Source: an optimization exercise on an open RTL-to-GDS flow (aim: a short achievable clock period and few clock cycles per item). Production flows keep margins and buffers that such runs may drop. Function was checked by simulation only, so behaviour that the tests miss may differ from the original. Power and IR drop assume default switching activity.

Design luby_restart_scheduler, start of the top module:
module luby_restart_scheduler #(
    parameter int INDEX_BITS = lrs_pkg::LRS_INDEX_BITS
) (
    input  wire logic                              clk,
    input  wire logic                              rst_n,
    input  wire logic                              cfg_wr_en,
    input  wire logic [lrs_pkg::LRS_UNIT_W-1:0]    cfg_wr_data,
    input  wire logic                              in_valid,
    output logic                                   in_ready,
    input  wire logic [lrs_pkg::LRS_COUNT_W-1:0]   conflict_count,
    output logic                                   out_valid,
    input  wire logic                              out_ready,
    output logic                                   restart,
    output logic [lrs_pkg::LRS_TOTAL_W-1:0]        restart_total
);
    localparam int SEQ_W = $clog2(INDEX_BITS);
    localparam int GAP_W = LRS_UNIT_W + INDEX_BITS - 1;
    localparam int QD    = 5;
    logic [LRS_UNIT_W-1:0]  unit_reg;
    logic                   reload_reg;
    logic                   reload2_reg;
    logic                   in_ready_reg;
    logic [2:0]             occ_reg;
    logic [LRS_COUNT_W-1:0] a1_count;
    logic                   a1_valid;
    logic [LRS_COUNT_W-1:0] a2_count;
    logic                   a2_valid;
  ...
Size: ~730 flip-flops, about 100 I/O pins, ~35,000 sq um of cells after synthesis.
Settings: LEC_CHECK=0, ABC_CLOCK_PERIOD_IN_PS=2000, CAP_MARGIN=20, CORE_MARGIN=2, CORE_UTILIZATION=40, GPL_TIMING_DRIVEN=1, SETUP_SLACK_MARGIN=3.0, SLEW_MARGIN=20; clock period 5.0 ns.
run.sh (not shown) runs the stock make flow with config.mk's settings and CLKGATE_MAP_FILE= SYNTH_SCRIPT=/design/flow/synth_recipe.tcl, a recipe that flattens the netlist after the stock synthesis.
Testbench counts at the start, summed over its fixed seeds: cycles 22,528, items 22,400.
Edit:
--- a/flow/design.v
+++ b/flow/design.v
@@ -379,19 +379,18 @@
     logic [1:0][QD-1:0]     n_valid;
     logic [1:0][QD-1:0]     n_fire;
     logic [1:0]             n_load;      
     logic [1:0]             n_hfire;     
     logic [LO-1:0]          head_lo;
     logic [HI-1:0]          head_hi;
     logic [HI-1:0]          head_hi_up;  
     logic                   head_zero;   
     logic                   head_max;    
-    logic [INDEX_BITS-1:0]  out_total;   
     always_comb
     begin
         for (int t = 0; t < 2; t++)
         begin
             logic          tk;
             logic [QD:0]   sv;
             logic [QD:0]   sf;
             logic [QD-1:0] wr;
             tk = (t == 1) && q_valid[0];
@@ -454,18 +453,16 @@
     begin
         q_fire <= n_fire[out_ready];
         if (n_load[out_ready])
         begin
             head_lo  <= h_lo[out_ready];
             head_hi  <= h_hi[out_ready];
             head_max <= h_max[out_ready];
         end
         head_hi_up <= head_hi + HI'(1);
-        out_total  <= n_load[out_ready] ? {h_hi[out_ready], h_lo[out_ready]}
-                                        : {head_hi, head_lo};
     end
     assign in_ready      = in_ready_reg;
     assign out_valid     = q_valid[0];
     assign restart       = q_fire[0];
-    assign restart_total = LRS_TOTAL_W'(out_total);
+    assign restart_total = LRS_TOTAL_W'({head_hi, head_lo});
 endmodule
 `default_nettype wire
What happened:
- routed wire length came out lower by 8.7%
- die area goes down by 3.8%
- design area falls by 3.6%
- sequential power came out lower by 12%
- clock power decreases by about 3%
- first-iteration DRC count falls by 7.1%
- power decreases by 10%
- synthesized area fell by 3.9%
Testbench counts after the change, summed over its fixed seeds: cycles 22,528, items 22,400.

---

luby_restart_scheduler, a different RTL version from the one above (not shown whole).
Size: about 3400 cells after synthesis, about 730 flip-flops, ~100 I/O pins, ~35000 sq um of cells after synthesis.
Settings: LEC_CHECK=0, ABC_CLOCK_PERIOD_IN_PS=2000, CAP_MARGIN=20, CORE_MARGIN=2, CORE_UTILIZATION=40, GPL_TIMING_DRIVEN=1, SETUP_SLACK_MARGIN=3.0, SLEW_MARGIN=20; clock period 5.0 ns.
The starting point produced a clean layout.
Testbench counts at the start, summed over its fixed seeds: cycles 22,528, items 22,400.
Edit:
--- a/flow/design.v
+++ b/flow/design.v
@@ -235,41 +235,43 @@
     logic                   a2_valid;
     logic [3:0][12:0]        a2_g;
     logic [3:0][12:0]        a2_p;
     logic [3:0]             a2_top;
     logic [LRS_COUNT_W-1:0] b_count;
     logic                   b_valid;
     logic                   b_gt_prev;
     logic                   b_gt_old;
     logic                   prev_fire;   
     logic [LRS_COUNT_W-1:0] lim_count;
     logic [GAP_W-1:0]       lim_gap;
     logic [INDEX_BITS-1:0]  total;       
-    logic [QD-1:0]          q_valid;
+    logic [QD-1:0]          q_valid;     
+    logic                   q_empty;     
+    logic                   out_vld;     
     logic [QD-1:0]          q_fire;
     logic [GAP_W-1:0]       gap0;
     logic [GAP_W-1:0]       gap1;
     logic                   accept;
     logic                   fire;
     logic                   total_max;   
     logic                   total_last;  
     logic                   total_step;
     assign accept = in_valid && in_ready_reg;
     logic [3:0][2:0] occ_opt;    
     logic [3:0]      rdy_opt;
     always_comb
     begin
         for (int k = 0; k < 4; k++)
         begin
-            occ_opt[k] = occ_reg + 3'(k[1] && in_ready_reg) - 3'(k[0] && q_valid[0]);
+            occ_opt[k] = occ_reg + 3'(k[1] && in_ready_reg) - 3'(k[0] && !q_empty);
             rdy_opt[k] = occ_opt[k] < 3'(QD);
         end
     end
     always_ff @(posedge clk or negedge rst_n)
     begin
         if (!rst_n)
         begin
             unit_reg   <= LRS_UNIT_RESET;
             reload_reg  <= 1'b1;
             reload2_reg <= 1'b1;
             occ_reg     <= '0;
             a1_valid   <= 1'b0;
@@ -386,28 +388,28 @@
     logic                   head_zero;   
     logic                   head_max;    
     logic [INDEX_BITS-1:0]  out_total;   
     logic                   out_fire;    
     always_comb
     begin
         for (int t = 0; t < 2; t++)
         begin
             logic          tk;
             logic [QD:0]   sv;
             logic [QD:0]   sf;
             logic [QD-1:0] wr;
-            tk = (t == 1) && q_valid[0];
+            tk = (t == 1) && !q_empty;
             for (int i = 0; i < QD; i++)
             begin
-                sv[i] = tk ? ((i < QD - 1) ? q_valid[i+1] : 1'b0) : q_valid[i];
+                sv[i] = tk ? ((i < QD - 1) ? q_valid[i+1] : 1'b0) : ((i == 0) ? !q_empty : q_valid[i]);
                 sf[i] = tk ? ((i < QD - 1) ? q_fire[i+1]  : 1'b0) : q_fire[i];
             end
             sv[QD] = 1'b0;
             sf[QD] = 1'b0;
             for (int i = 0; i < QD; i++)
                 wr[i] = b_valid && !sv[i] && (i == 0 || sv[i-1]);
             for (int i = 0; i < QD; i++)
             begin
                 n_valid[t][i] = sv[i] || wr[i];
                 n_fire[t][i]  = wr[i] ? fire : sf[i];
             end
             n_load[t]  = (tk && q_valid[1]) || wr[0];
@@ -433,44 +435,48 @@
             begin
                 h_lo[t]  = step ? head_lo + LO'(1) : head_lo;
                 h_hi[t]  = (step && &head_lo) ? head_hi_up : head_hi;
                 h_max[t] = head_max || (step && {head_hi, head_lo} == {{(INDEX_BITS-1){1'b1}}, 1'b0});
             end
         end
     end
     always_ff @(posedge clk or negedge rst_n)
     begin
         if (!rst_n)
         begin
             q_valid   <= '0;
+            q_empty   <= 1'b1;
+            out_vld   <= 1'b0;
             q_fire[0] <= 1'b0;
             head_zero <= 1'b1;
         end
         else
         begin
             q_valid <= n_valid[out_ready];
+            q_empty <= !n_valid[out_ready][0];
+            out_vld <= n_valid[out_ready][0];
             if (n_load[out_ready])
                 q_fire[0] <= n_hfire[out_ready];
             if (n_load[out_ready])
                 head_zero <= 1'b0;
         end
     end
     always_ff @(posedge clk)
     begin
         q_fire[QD-1:1] <= n_fire[out_ready][QD-1:1];
         if (n_load[out_ready])
         begin
             head_lo  <= h_lo[out_ready];
             head_hi  <= h_hi[out_ready];
             head_max <= h_max[out_ready];
         end
         head_hi_up <= head_hi + HI'(1);
         out_fire   <= n_load[out_ready] ? n_hfire[out_ready] : q_fire[0];
         out_total  <= n_load[out_ready] ? {h_hi[out_ready], h_lo[out_ready]}
                                         : {head_hi, head_lo};
     end
     assign in_ready      = in_ready_reg;
-    assign out_valid     = q_valid[0];
+    assign out_valid     = out_vld;
     assign restart       = out_fire;
     assign restart_total = LRS_TOTAL_W'(out_total);
 endmodule
 `default_nettype wire
What happened: Total power shrinks by 1.4%. Synthesized cell count stays flat. Clock-buffer cell count shrinks by 9. Worst hold slack improved by 0.013 ns. Fmax grows by 6.4%. Die area is about the same. Flip-flop and latch count grows by 1. Area after synthesis hardly moves. Worst setup slack improved by 0.14 ns. Wire length shrinks by 2.7%. Via count is about the same. Clock power barely changes. Cell count is about the same. Utilization shrinks by 0.24 points.
Testbench counts after the change, summed over its fixed seeds: cycles 22,528, items 22,400.

-- separate check: timing with driven ports --
No port has a modelled driver above. Below, the same layouts with a new extraction and two added sets of constraints.
Step 1 assumes that a clkbuf_16 drives the clock port and a buf_2 every other input.
Step 2 adds t to the input delays and takes it off the output delays; t is the mean of the earliest and latest rising clock arrival at the registers after step 1. Input paths then give back, and output paths get back, about the clock's delay inside the block.
Three values: ideal, step 1, step 2; two values: the first two.
run	t (ns)	slack for setup (ns)	worst setup path after step 2	latest minus earliest clock arrival (ns)	worst data-port slew with drivers (ns)
the first run of note 1	0.699	2.817 / 2.750 / 2.339	input to register	0.049 / 0.048	0.11
the second run of note 1	0.692	2.745 / 2.681 / 2.235	input to register	0.040 / 0.041	0.06
the first run of note 2	0.720	2.745 / 2.677 / 2.296	input to register	0.059 / 0.059	0.05
the second run of note 2	0.698	2.880 / 2.819 / 2.342	input to register	0.031 / 0.032	0.10
After both steps setup and hold are still met in every run listed. For the second run of note 2, which loses most, drivers alone change the setup slack by -0.061 ns; drivers and shift together by -0.538 ns.
